Background: an optimization exercise with open tools, aiming at small area and a short achievable clock period. Do not read the settings as production practice.
At most, simulation tests tie the RTL to the original design; equivalence was not proved.
No activity file was given, so power comes from the tool's default toggle rates.

Setup of v6:
==> flow/design.v <==
module lc3_mem_responder #(
    parameter int ADDR_W      = 8,
    parameter int WAIT_CYCLES = 2
) (
    input  logic        clk,
    input  logic        rst,
    input  logic        rd,
    input  logic        wr,
    input  logic [15:0] addr,
    input  logic [15:0] din,
    output logic [15:0] dout,
    output logic        complete,
    output logic        busy
);
    localparam int DEPTH = 1 << ADDR_W;
    localparam int PAIRS = DEPTH / 2;
    function automatic logic pol(input logic e, input logic [1:0] c);
        pol = e ? !(c[1] ^ c[0]) : c[1];
    endfunction
    logic busy_r, s1_r, s2_r, complete_r;
    logic accept_s, last_s;
    assign accept_s = !busy_r && (rd || wr);
    assign last_s   = busy_r && !s1_r && !s2_r;
    always_ff @(posedge clk or negedge rst) begin
        if (!rst) begin
            busy_r     <= 1'b0;
            s1_r       <= 1'b0;
            s2_r       <= 1'b0;
            complete_r <= 1'b0;
        end else begin
            busy_r     <= accept_s || s1_r || s2_r;
            s1_r       <= accept_s;
            s2_r       <= s1_r;
            complete_r <= last_s;
        end
    end
    logic [ADDR_W-1:0] addr_r;
    logic [15:0]       data_r;
    logic              op_rd_r;
    always_ff @(posedge clk) begin
        if (!busy_r) begin
            addr_r  <= addr[ADDR_W-1:0];
            data_r  <= din;
            op_rd_r <= rd;
        end
    end
    logic [ADDR_W-1:0] waddr_r;
    logic [15:0]       wdata_r;
    always_ff @(posedge clk) begin
        if (s2_r) begin
            waddr_r <= addr_r;
            wdata_r <= data_r;
        end
    end
    logic [1:0] cnt_r;
    logic       w2_r, w3_r, w4_r;
    logic       w1_s, wact_s;
    assign w1_s   = last_s && !op_rd_r;
    assign wact_s = w1_s || w2_r || w3_r || w4_r;
    always_ff @(posedge clk) begin
        cnt_r <= cnt_r + 2'd1;
        w2_r  <= w1_s;
        w3_r  <= w2_r;
        w4_r  <= w3_r;
    end
    logic [1:0]  cnt_n;
    logic        enter_s;
    logic        fval_s;
    logic [15:0] col_s;
    assign cnt_n   = cnt_r + 2'd1;
    assign enter_s = (waddr_r[0] == cnt_n[0]);
    assign fval_s  = pol(waddr_r[0], cnt_n);
    assign col_s   = {16{wact_s && enter_s}} & ~(wdata_r ^ {16{fval_s}});
    logic [PAIRS-1:0] wsel_s;
    always_comb begin
        for (int m = 0; m < PAIRS; m++) wsel_s[m] = (waddr_r[ADDR_W-1:1] == (ADDR_W-1)'(m));
    end
    logic [15:0] mem_x [0:PAIRS-1];
    logic [15:0] mem_y [0:PAIRS-1];
    always_ff @(posedge clk) begin
        for (int m = 0; m < PAIRS; m++) begin
            mem_x[m] <= ~(mem_y[m] | ({16{wsel_s[m]}} & col_s));
            mem_y[m] <= mem_x[m];
        end
    end
    logic [PAIRS-1:0] rsel_s;
    always_comb begin
        for (int m = 0; m < PAIRS; m++) rsel_s[m] = (addr_r[ADDR_W-1:1] == (ADDR_W-1)'(m));
    end
    logic [15:0] rdata_s;
    always_comb begin
        rdata_s = '0;
        for (int m = 0; m < PAIRS; m++) rdata_s = rdata_s | ({16{rsel_s[m]}} & mem_x[m]);
    end
    logic [15:0] dout_r;
    always_ff @(posedge clk) begin
        if (addr_r[0] == cnt_r[0]) begin
            dout_r <= rdata_s ^ {16{pol(addr_r[0], cnt_r)}};
        end
    end
    assign dout     = dout_r;
    assign complete = complete_r;
    assign busy     = busy_r;
endmodule
make LEC_CHECK=0 CAP_MARGIN=20 CORE_MARGIN=2 CORE_UTILIZATION=35 SLEW_MARGIN=20 SYNTH_MEMORY_MAX_BITS=8192 finish   # period 4.6 ns
run.sh (not shown) runs the stock make flow with config.mk's settings and CLKGATE_MAP_FILE= SYNTH_SCRIPT=/design/flow/synth_recipe.tcl, a recipe that flattens the netlist after the stock synthesis.
From the logs: v6 reached the end of the flow and failed the layout checks with negative setup slack.
diff inputs: v6 => v7
==> flow/design.v <==
module lc3_mem_responder #(
    parameter int ADDR_W      = 8,
    parameter int WAIT_CYCLES = 2
) (
    input  logic        clk,
    input  logic        rst,
    input  logic        rd,
    input  logic        wr,
    input  logic [15:0] addr,
    input  logic [15:0] din,
    output logic [15:0] dout,
    output logic        complete,
    output logic        busy
);
    localparam int DEPTH = 1 << ADDR_W;
    logic busy_r, s1_r, s2_r, complete_r;
    logic accept_s, last_s;
    assign accept_s = !busy_r && (rd || wr);
    assign last_s   = busy_r && !s1_r && !s2_r;
    always_ff @(posedge clk or negedge rst) begin
        if (!rst) begin
            busy_r     <= 1'b0;
            s1_r       <= 1'b0;
            s2_r       <= 1'b0;
            complete_r <= 1'b0;
        end else begin
            busy_r     <= accept_s || s1_r || s2_r;
            s1_r       <= accept_s;
            s2_r       <= s1_r;
            complete_r <= last_s;
        end
    end
    logic [ADDR_W-1:0] addr_r;
    logic [15:0]       data_r;
    logic              op_rd_r;
    always_ff @(posedge clk) begin
        if (!busy_r) begin
            addr_r  <= addr[ADDR_W-1:0];
            data_r  <= din;
            op_rd_r <= rd;
        end
    end
    logic ph_r;
    logic wr2_r;
    logic wr1_s;
    assign wr1_s = last_s && !op_rd_r;
    always_ff @(posedge clk) begin
        ph_r  <= !ph_r;
        wr2_r <= wr1_s;
    end
    logic [15:0] col_s;
    assign col_s = {16{wr1_s || wr2_r}} & ~(data_r ^ {16{!ph_r}});
    logic [DEPTH-1:0] sel_s;
    always_comb begin
        for (int i = 0; i < DEPTH; i++) sel_s[i] = (addr_r == ADDR_W'(i));
    end
    logic [15:0] mem_q [0:DEPTH-1];
    always_ff @(posedge clk) begin
        for (int i = 0; i < DEPTH; i++) begin
            mem_q[i] <= ~(mem_q[i] | ({16{sel_s[i]}} & col_s));
        end
    end
    logic [15:0] rdata_s;
    always_comb begin
        rdata_s = '0;
        for (int i = 0; i < DEPTH; i++) rdata_s = rdata_s | ({16{sel_s[i]}} & mem_q[i]);
    end
    logic [15:0] dout_r;
    always_ff @(posedge clk) begin
        dout_r <= rdata_s ^ {16{ph_r}};
    end
    assign dout     = dout_r;
    assign complete = complete_r;
    assign busy     = busy_r;
endmodule
- v7 ran to completion and came out clean on the timing, DRC and antenna checks.
- v7 drops more vias than v6.
- Highest clock rate: v7 better than v6
- Re maximum cell stage delay along the critical path: v6 was lower than v7.
- For the portion of total power attributed to combinational logic, v7 came in 0.8 points higher than v6 did.
- Relative to v6, first-pass GRT wire length has increased by about 0.5% in v7.
- Instance count after placement with tap cells included ended up about 30% higher on v7 than on v6.


== job 105 ==
lc3_mem_responder, a different RTL version from the one above (not shown whole).
Size in the first run: roughly 8900 cells after synthesis, about 54 I/O pins, ~0.11 mm^2 of cells after synthesis.
==> module lc3_mem_responder, before the edit <==
module lc3_mem_responder #(
    parameter int ADDR_W      = 8,
    parameter int WAIT_CYCLES = 2
) (
    input  logic        clk,
    input  logic        rst,
    input  logic        rd,
    input  logic        wr,
    input  logic [15:0] addr,
    input  logic [15:0] din,
    output logic [15:0] dout,
    output logic        complete,
    output logic        busy
);
    localparam int DEPTH = 1 << ADDR_W;
    localparam int PAIRS = DEPTH / 2;
    localparam int HI_N  = 16;           
    localparam int LO_N  = PAIRS / HI_N;  
    function automatic logic pol(input logic e, input logic [1:0] c);
        pol = e ? !(c[1] ^ c[0]) : c[1];
    endfunction
    logic busy_r, s1_r, s2_r, complete_r;
    logic accept_s, last_s;
    assign accept_s = !busy_r && (rd || wr);
    assign last_s   = busy_r && !s1_r && !s2_r;
    always_ff @(posedge clk or negedge rst) begin
        if (!rst) begin
            busy_r     <= 1'b0;
            s1_r       <= 1'b0;
            s2_r       <= 1'b0;
            complete_r <= 1'b0;
        end else begin
            busy_r     <= accept_s || s1_r || s2_r;
            s1_r       <= accept_s;
            s2_r       <= s1_r;
            complete_r <= last_s;
        end
    end
    logic [HI_N-1:0] rhi_r;
    logic [LO_N-1:0] rlo_r;
    logic            ra0_r;
    logic [15:0]     data_r;
    logic            op_rd_r;
    always_ff @(posedge clk) begin
        if (!busy_r) begin
            for (int g = 0; g < HI_N; g++) rhi_r[g] <= (addr[7:4] == 4'(g));
            for (int k = 0; k < LO_N; k++) rlo_r[k] <= (addr[3:1] == 3'(k));
            ra0_r   <= addr[0];
            data_r  <= din;
            op_rd_r <= rd;
        end
    end
    logic [3:0]      whi_r;
    logic [2:0]      wlo_r;
    logic            wa0_r;
    logic [15:0]     wdata_r;
    logic            wload_s;
    logic [3:0]      rhi_bin_s;
    logic [2:0]      rlo_bin_s;
    always_comb begin
        rhi_bin_s = '0;
        rlo_bin_s = '0;
        for (int g = 0; g < HI_N; g++) if (rhi_r[g]) rhi_bin_s = rhi_bin_s | 4'(g);
        for (int k = 0; k < LO_N; k++) if (rlo_r[k]) rlo_bin_s = rlo_bin_s | 3'(k);
    end
    logic            wvalid_r;
    assign wload_s = s2_r && !op_rd_r;
    always_ff @(posedge clk) begin
        if (wload_s) begin
            whi_r   <= rhi_bin_s;
            wlo_r   <= rlo_bin_s;
            wa0_r   <= ra0_r;
            wdata_r <= data_r;
        end
    end
    logic [1:0] cnt_r;
    logic       go1_r;
    logic       w2_r, w3_r, wlate_r;
    always_ff @(posedge clk or negedge rst) begin
        if (!rst) begin
            go1_r <= 1'b0;
        end else begin
            go1_r <= wload_s;
        end
    end
    always_ff @(posedge clk) begin
        cnt_r   <= cnt_r + 2'd1;
        w2_r    <= go1_r;
        w3_r    <= w2_r;
        wlate_r <= go1_r || w2_r || w3_r;
        if (go1_r) begin
            wvalid_r <= 1'b1;
        end else if (wload_s) begin
            wvalid_r <= 1'b0;
        end
    end
    logic [15:0] wdata_d;
    logic        wa0_d;
    logic [1:0]  cnt_nn;
    logic [15:0] colv_r;
    logic [15:0] col_s;
    assign wdata_d = wload_s ? data_r : wdata_r;
    assign wa0_d   = wload_s ? ra0_r : wa0_r;
    assign cnt_nn  = cnt_r + 2'd2;
    always_ff @(posedge clk) begin
        colv_r <= {16{wa0_d == cnt_nn[0]}} & ~(wdata_d ^ {16{pol(wa0_d, cnt_nn)}});
    end
    assign col_s = {16{go1_r || wlate_r}} & colv_r;
    logic [PAIRS-1:0] wsel_s;
    logic [PAIRS-1:0] rsel_s;
    lc3_mem_wsel_dec u_wsel (.hi(whi_r), .lo(wlo_r), .sel(wsel_s));
    lc3_mem_rsel_dec u_rsel (.hi(rhi_r), .lo(rlo_r), .sel(rsel_s));
    logic [15:0] mem_x [0:PAIRS-1];
    logic [15:0] mem_y [0:PAIRS-1];
    always_ff @(posedge clk) begin
        for (int m = 0; m < PAIRS; m++) begin
            mem_x[m] <= ~(mem_y[m] | ({16{wsel_s[m]}} & col_s));
            mem_y[m] <= mem_x[m];
        end
    end
    localparam int PARTS = 8;
    localparam int PER   = PAIRS / PARTS;
    logic [15:0] part_s [0:PARTS-1];
    always_comb begin
        for (int p = 0; p < PARTS; p++) begin
            part_s[p] = '0;
            for (int m = p * PER; m < (p + 1) * PER; m++) part_s[p] = part_s[p] | ({16{rsel_s[m]}} & mem_x[m]);
        end
    end
    logic [15:0] part_r [0:PARTS-1];
    logic        ppol_r;
    logic        fwd_r;
    always_ff @(posedge clk) begin
        for (int p = 0; p < PARTS; p++) part_r[p] <= part_s[p];
        ppol_r <= cnt_r[1];
        fwd_r  <= wvalid_r && (ra0_r == wa0_r) && rhi_r[whi_r] && rlo_r[wlo_r];
    end
    logic [15:0] rdata_s;
    always_comb begin
        rdata_s = '0;
        for (int p = 0; p < PARTS; p++) rdata_s = rdata_s | part_r[p];
    end
    logic [15:0] dout_one_s, dout_zero_s;
    assign dout_one_s  = fwd_r ? wdata_r : {16{!ppol_r}};
    assign dout_zero_s = fwd_r ? wdata_r : {16{ppol_r}};
    logic [15:0] dout_r;
    always_ff @(posedge clk) begin
        if (ra0_r != cnt_r[0]) begin
            for (int j = 0; j < 16; j++) dout_r[j] <= rdata_s[j] ? dout_one_s[j] : dout_zero_s[j];
        end
    end
    assign dout     = dout_r;
    assign complete = complete_r;
    assign busy     = busy_r;
endmodule
==> module lc3_mem_wsel_dec, before the edit <==
module lc3_mem_wsel_dec (
    input  logic [3:0]   hi,
    input  logic [2:0]   lo,
    output logic [127:0] sel
);
    always_comb begin
        for (int m = 0; m < 128; m++) sel[m] = (hi == 4'(m / 8)) && (lo == 3'(m % 8));
    end
endmodule
clock: 4.6 ns
lec_check: 0
cap_margin: 20
core_margin: 2
core_utilization: 65
cts_cluster_diameter: 60
cts_cluster_size: 24
setup_slack_margin: 2.5
slew_margin: 20
synth_hierarchical: 1
synth_memory_max_bits: 8192
--- input diff job 105..job 104 ---
--- a/flow/design.v
+++ b/flow/design.v
@@ -106,27 +106,32 @@
         colv_r <= {16{wa0_d == cnt_nn[0]}} & ~(wdata_d ^ {16{pol(wa0_d, cnt_nn)}});
     end
     assign col_s = {16{go1_r || wlate_r}} & colv_r;
     logic [PAIRS-1:0] wsel_s;
     logic [PAIRS-1:0] rsel_s;
-    lc3_mem_wsel_dec u_wsel (.hi(whi_r), .lo(wlo_r), .sel(wsel_s));
+    always_comb begin
+        for (int m = 0; m < PAIRS; m++) wsel_s[m] = (whi_r == 4'(m / LO_N)) && (wlo_r == 3'(m % LO_N));
+    end
     lc3_mem_rsel_dec u_rsel (.hi(rhi_r), .lo(rlo_r), .sel(rsel_s));
     logic [15:0] mem_x [0:PAIRS-1];
     logic [15:0] mem_y [0:PAIRS-1];
     always_ff @(posedge clk) begin
         for (int m = 0; m < PAIRS; m++) begin
             mem_x[m] <= ~(mem_y[m] | ({16{wsel_s[m]}} & col_s));
             mem_y[m] <= mem_x[m];
         end
     end
-    localparam int PARTS = 8;
+    localparam int PARTS = 4;
     localparam int PER   = PAIRS / PARTS;
-    logic [15:0] part_s [0:PARTS-1];
+    logic [15:0]    part_s [0:PARTS-1];
+    logic [PER-1:0] term_s [0:PARTS-1][0:15];
     always_comb begin
         for (int p = 0; p < PARTS; p++) begin
-            part_s[p] = '0;
-            for (int m = p * PER; m < (p + 1) * PER; m++) part_s[p] = part_s[p] | ({16{rsel_s[m]}} & mem_x[m]);
+            for (int j = 0; j < 16; j++) begin
+                for (int i = 0; i < PER; i++) term_s[p][j][i] = rsel_s[p * PER + i] && mem_x[p * PER + i][j];
+                part_s[p][j] = |term_s[p][j];
+            end
         end
     end
     logic [15:0] part_r [0:PARTS-1];
     logic        ppol_r;
     logic        fwd_r;
@@ -138,31 +143,19 @@
     logic [15:0] rdata_s;
     always_comb begin
         rdata_s = '0;
         for (int p = 0; p < PARTS; p++) rdata_s = rdata_s | part_r[p];
     end
-    logic [15:0] dout_one_s, dout_zero_s;
-    assign dout_one_s  = fwd_r ? wdata_r : {16{!ppol_r}};
-    assign dout_zero_s = fwd_r ? wdata_r : {16{ppol_r}};
     logic [15:0] dout_r;
     always_ff @(posedge clk) begin
         if (ra0_r != cnt_r[0]) begin
-            for (int j = 0; j < 16; j++) dout_r[j] <= rdata_s[j] ? dout_one_s[j] : dout_zero_s[j];
+            dout_r <= fwd_r ? wdata_r : (rdata_s ^ {16{ppol_r}});
         end
     end
     assign dout     = dout_r;
     assign complete = complete_r;
     assign busy     = busy_r;
-endmodule
-module lc3_mem_wsel_dec (
-    input  logic [3:0]   hi,
-    input  logic [2:0]   lo,
-    output logic [127:0] sel
-);
-    always_comb begin
-        for (int m = 0; m < 128; m++) sel[m] = (hi == 4'(m / 8)) && (lo == 3'(m % 8));
-    end
 endmodule
 module lc3_mem_rsel_dec (
     input  logic [15:0]  hi,
     input  logic [7:0]   lo,
     output logic [127:0] sel
### Flow results
- Diff job 105 -> job 104: final worst-path cycle share shrank by 5.7 points; worst setup slack grew by 0.26 ns; clock power held steady; total routing usage reported by global routing grew by 5.1 points.
- For the number of buffers other than clock buffers in the final layout, job 104 came in 15% higher than job 105 did.
- For job 105, the path type of the worst min-delay path was reg2reg, unlike job 104, where it was in2async.
No run of this note included a check of the RTL's function; only the layout flow was run.


Another version of the RTL of lc3_mem_responder (not shown whole).
For scale: roughly 4300 flip-flops, about 54 I/O pins, about 110000 um^2 of cells after synthesis.
==> module lc3_mem_responder, before the edit <==
module lc3_mem_responder #(
    parameter int ADDR_W      = 8,
    parameter int WAIT_CYCLES = 2
) (
    input  logic        clk,
    input  logic        rst,
    input  logic        rd,
    input  logic        wr,
    input  logic [15:0] addr,
    input  logic [15:0] din,
    output logic [15:0] dout,
    output logic        complete,
    output logic        busy
);
    localparam int DEPTH = 1 << ADDR_W;
    localparam int PAIRS = DEPTH / 2;
    localparam int HI_N  = 16;           
    localparam int LO_N  = PAIRS / HI_N;  
    function automatic logic pol(input logic e, input logic [1:0] c);
        pol = e ? !(c[1] ^ c[0]) : c[1];
    endfunction
    logic busy_r, s1_r, s2_r, complete_r;
    logic accept_s, last_s;
    assign accept_s = !busy_r && (rd || wr);
    assign last_s   = busy_r && !s1_r && !s2_r;
    always_ff @(posedge clk or negedge rst) begin
        if (!rst) begin
            busy_r     <= 1'b0;
            s1_r       <= 1'b0;
            s2_r       <= 1'b0;
            complete_r <= 1'b0;
        end else begin
            busy_r     <= accept_s || s1_r || s2_r;
            s1_r       <= accept_s;
            s2_r       <= s1_r;
            complete_r <= last_s;
        end
    end
    logic [HI_N-1:0] rhi_r;
    logic [LO_N-1:0] rlo_r;
    logic            ra0_r;
    logic [15:0]     data_r;
    logic            op_rd_r;
    always_ff @(posedge clk) begin
        if (!busy_r) begin
            for (int g = 0; g < HI_N; g++) rhi_r[g] <= (addr[7:4] == 4'(g));
            for (int k = 0; k < LO_N; k++) rlo_r[k] <= (addr[3:1] == 3'(k));
            ra0_r   <= addr[0];
            data_r  <= din;
            op_rd_r <= rd;
        end
    end
    logic [3:0]      whi_r;
    logic [2:0]      wlo_r;
    logic            wa0_r;
    logic [15:0]     wdata_r;
    logic            wload_s;
    logic [3:0]      rhi_bin_s;
    logic [2:0]      rlo_bin_s;
    always_comb begin
        rhi_bin_s = '0;
        rlo_bin_s = '0;
        for (int g = 0; g < HI_N; g++) if (rhi_r[g]) rhi_bin_s = rhi_bin_s | 4'(g);
        for (int k = 0; k < LO_N; k++) if (rlo_r[k]) rlo_bin_s = rlo_bin_s | 3'(k);
    end
    logic            wvalid_r;
    assign wload_s = s2_r && !op_rd_r;
    always_ff @(posedge clk) begin
        if (wload_s) begin
            whi_r   <= rhi_bin_s;
            wlo_r   <= rlo_bin_s;
            wa0_r   <= ra0_r;
            wdata_r <= data_r;
        end
    end
    logic [1:0] cnt_r;
    logic       go1_r;
    logic       w2_r, w3_r, wlate_r;
    always_ff @(posedge clk or negedge rst) begin
        if (!rst) begin
            go1_r <= 1'b0;
        end else begin
            go1_r <= wload_s;
        end
    end
    always_ff @(posedge clk) begin
        cnt_r   <= cnt_r + 2'd1;
        w2_r    <= go1_r;
        w3_r    <= w2_r;
        wlate_r <= go1_r || w2_r || w3_r;
        if (go1_r) begin
            wvalid_r <= 1'b1;
        end else if (wload_s) begin
            wvalid_r <= 1'b0;
        end
    end
    logic [15:0] wdata_d;
    logic        wa0_d;
    logic [1:0]  cnt_nn;
    logic [15:0] colv_r;
    logic [15:0] col_s;
    assign wdata_d = wload_s ? data_r : wdata_r;
    assign wa0_d   = wload_s ? ra0_r : wa0_r;
    assign cnt_nn  = cnt_r + 2'd2;
    always_ff @(posedge clk) begin
        colv_r <= {16{wa0_d == cnt_nn[0]}} & ~(wdata_d ^ {16{pol(wa0_d, cnt_nn)}});
    end
    assign col_s = {16{go1_r || wlate_r}} & colv_r;
    logic [PAIRS-1:0] wsel_s;
    logic [PAIRS-1:0] rsel_s;
    lc3_mem_wsel_dec u_wsel (.hi(whi_r), .lo(wlo_r), .sel(wsel_s));
    lc3_mem_rsel_dec u_rsel (.hi(rhi_r), .lo(rlo_r), .sel(rsel_s));
    logic [15:0] mem_x [0:PAIRS-1];
    logic [15:0] mem_y [0:PAIRS-1];
    always_ff @(posedge clk) begin
        for (int m = 0; m < PAIRS; m++) begin
            mem_x[m] <= ~(mem_y[m] | ({16{wsel_s[m]}} & col_s));
            mem_y[m] <= mem_x[m];
        end
    end
    localparam int PARTS = 4;
    localparam int PER   = PAIRS / PARTS;
    logic [15:0] part_s [0:PARTS-1];
    always_comb begin
        for (int p = 0; p < PARTS; p++) begin
            part_s[p] = '0;
            for (int m = p * PER; m < (p + 1) * PER; m++) part_s[p] = part_s[p] | ({16{rsel_s[m]}} & mem_x[m]);
        end
    end
    logic [15:0] part_r [0:PARTS-1];
    logic        ppol_r;
    logic        fwd_r;
    always_ff @(posedge clk) begin
        for (int p = 0; p < PARTS; p++) part_r[p] <= part_s[p];
        ppol_r <= cnt_r[1];
        fwd_r  <= wvalid_r && (ra0_r == wa0_r) && rhi_r[whi_r] && rlo_r[wlo_r];
    end
    logic [15:0] rdata_s;
    always_comb begin
        rdata_s = '0;
        for (int p = 0; p < PARTS; p++) rdata_s = rdata_s | part_r[p];
    end
    logic [15:0] dout_one_s, dout_zero_s;
    assign dout_one_s  = fwd_r ? wdata_r : {16{!ppol_r}};
    assign dout_zero_s = fwd_r ? wdata_r : {16{ppol_r}};
    logic [15:0] dout_r;
    always_ff @(posedge clk) begin
        if (ra0_r != cnt_r[0]) begin
            for (int j = 0; j < 16; j++) dout_r[j] <= rdata_s[j] ? dout_one_s[j] : dout_zero_s[j];
        end
    end
    assign dout     = dout_r;
    assign complete = complete_r;
    assign busy     = busy_r;
endmodule
clock: 4.6 ns
lec_check: 0
cap_margin: 20
core_margin: 2
core_utilization: 55
cts_cluster_diameter: 60
cts_cluster_size: 24
setup_slack_margin: 2.1
slew_margin: 20
synth_hierarchical: 1
synth_memory_max_bits: 8192
Next try:
--- a/flow/design.v
+++ b/flow/design.v
@@ -115,13 +115,13 @@
     always_ff @(posedge clk) begin
         for (int m = 0; m < PAIRS; m++) begin
             mem_x[m] <= ~(mem_y[m] | ({16{wsel_s[m]}} & col_s));
             mem_y[m] <= mem_x[m];
         end
     end
-    localparam int PARTS = 4;
+    localparam int PARTS = 8;
     localparam int PER   = PAIRS / PARTS;
     logic [15:0] part_s [0:PARTS-1];
     always_comb begin
         for (int p = 0; p < PARTS; p++) begin
             part_s[p] = '0;
             for (int m = p * PER; m < (p + 1) * PER; m++) part_s[p] = part_s[p] | ({16{rsel_s[m]}} & mem_x[m]);
Result: Non-clock buffer count falls by 65. Worst setup slack loses 0.26 ns. Design area rises by about 0.6%. Via count falls by 2.9%. Clock power barely changes. Wire length falls by about 10%. Sequential share of layout area rises by 0.61 points. Final cell count falls by about 1.1%. Sequential power rises by about 2%. Clock-buffer cell count falls by 5. Maximum frequency falls by about 9%. Synthesized cell count falls by 1.1%. Die area rises by 0.87%. Hold slack gains 0.035 ns.
Function was not checked in any run of this note: the RTL went through the layout flow alone.

[afterwards: timing with drivers on the ports]
In the flow no input, the clock included, has a driving cell. The finished layouts below were timed again as built, in two steps. Step 1 (the two cells are an assumption about what drives the block):
set clk [get_ports {clk}]
set_driving_cell -lib_cell sky130_fd_sc_hd__clkbuf_16 $clk
set_driving_cell -lib_cell sky130_fd_sc_hd__buf_2 [delete_from_list [all_inputs] $clk]
Step 2 times the ports against the registers' clock, not the clock port: input delays grow and output delays shrink by t, the midpoint of the rising clock arrivals with the driver on. Three values: no drivers, after step 1, after step 2; two values: the first two.
run | t (ns) | setup WS [ns] | clock arrival spread, ns | cell pins on the clock port's net
v6 | 1.092 | -0.031 / -0.031 / -0.031 | 0.104 / 0.104 | 1
v7 | 1.069 | 0.149 / 0.149 / 0.149 | 0.061 / 0.061 | 1
job 105 | 0.959 | 1.818 / 1.734 / 2.179 | 0.036 / 0.036 | 1
job 104 | 0.958 | 2.081 / 2.081 / 2.081 | 0.036 / 0.035 | 1
the first run of note 3 | 0.969 | 1.967 / 1.967 / 1.967 | 0.038 / 0.038 | 1
the second run of note 3 | 0.980 | 1.703 / 1.613 / 2.048 | 0.047 / 0.046 | 1
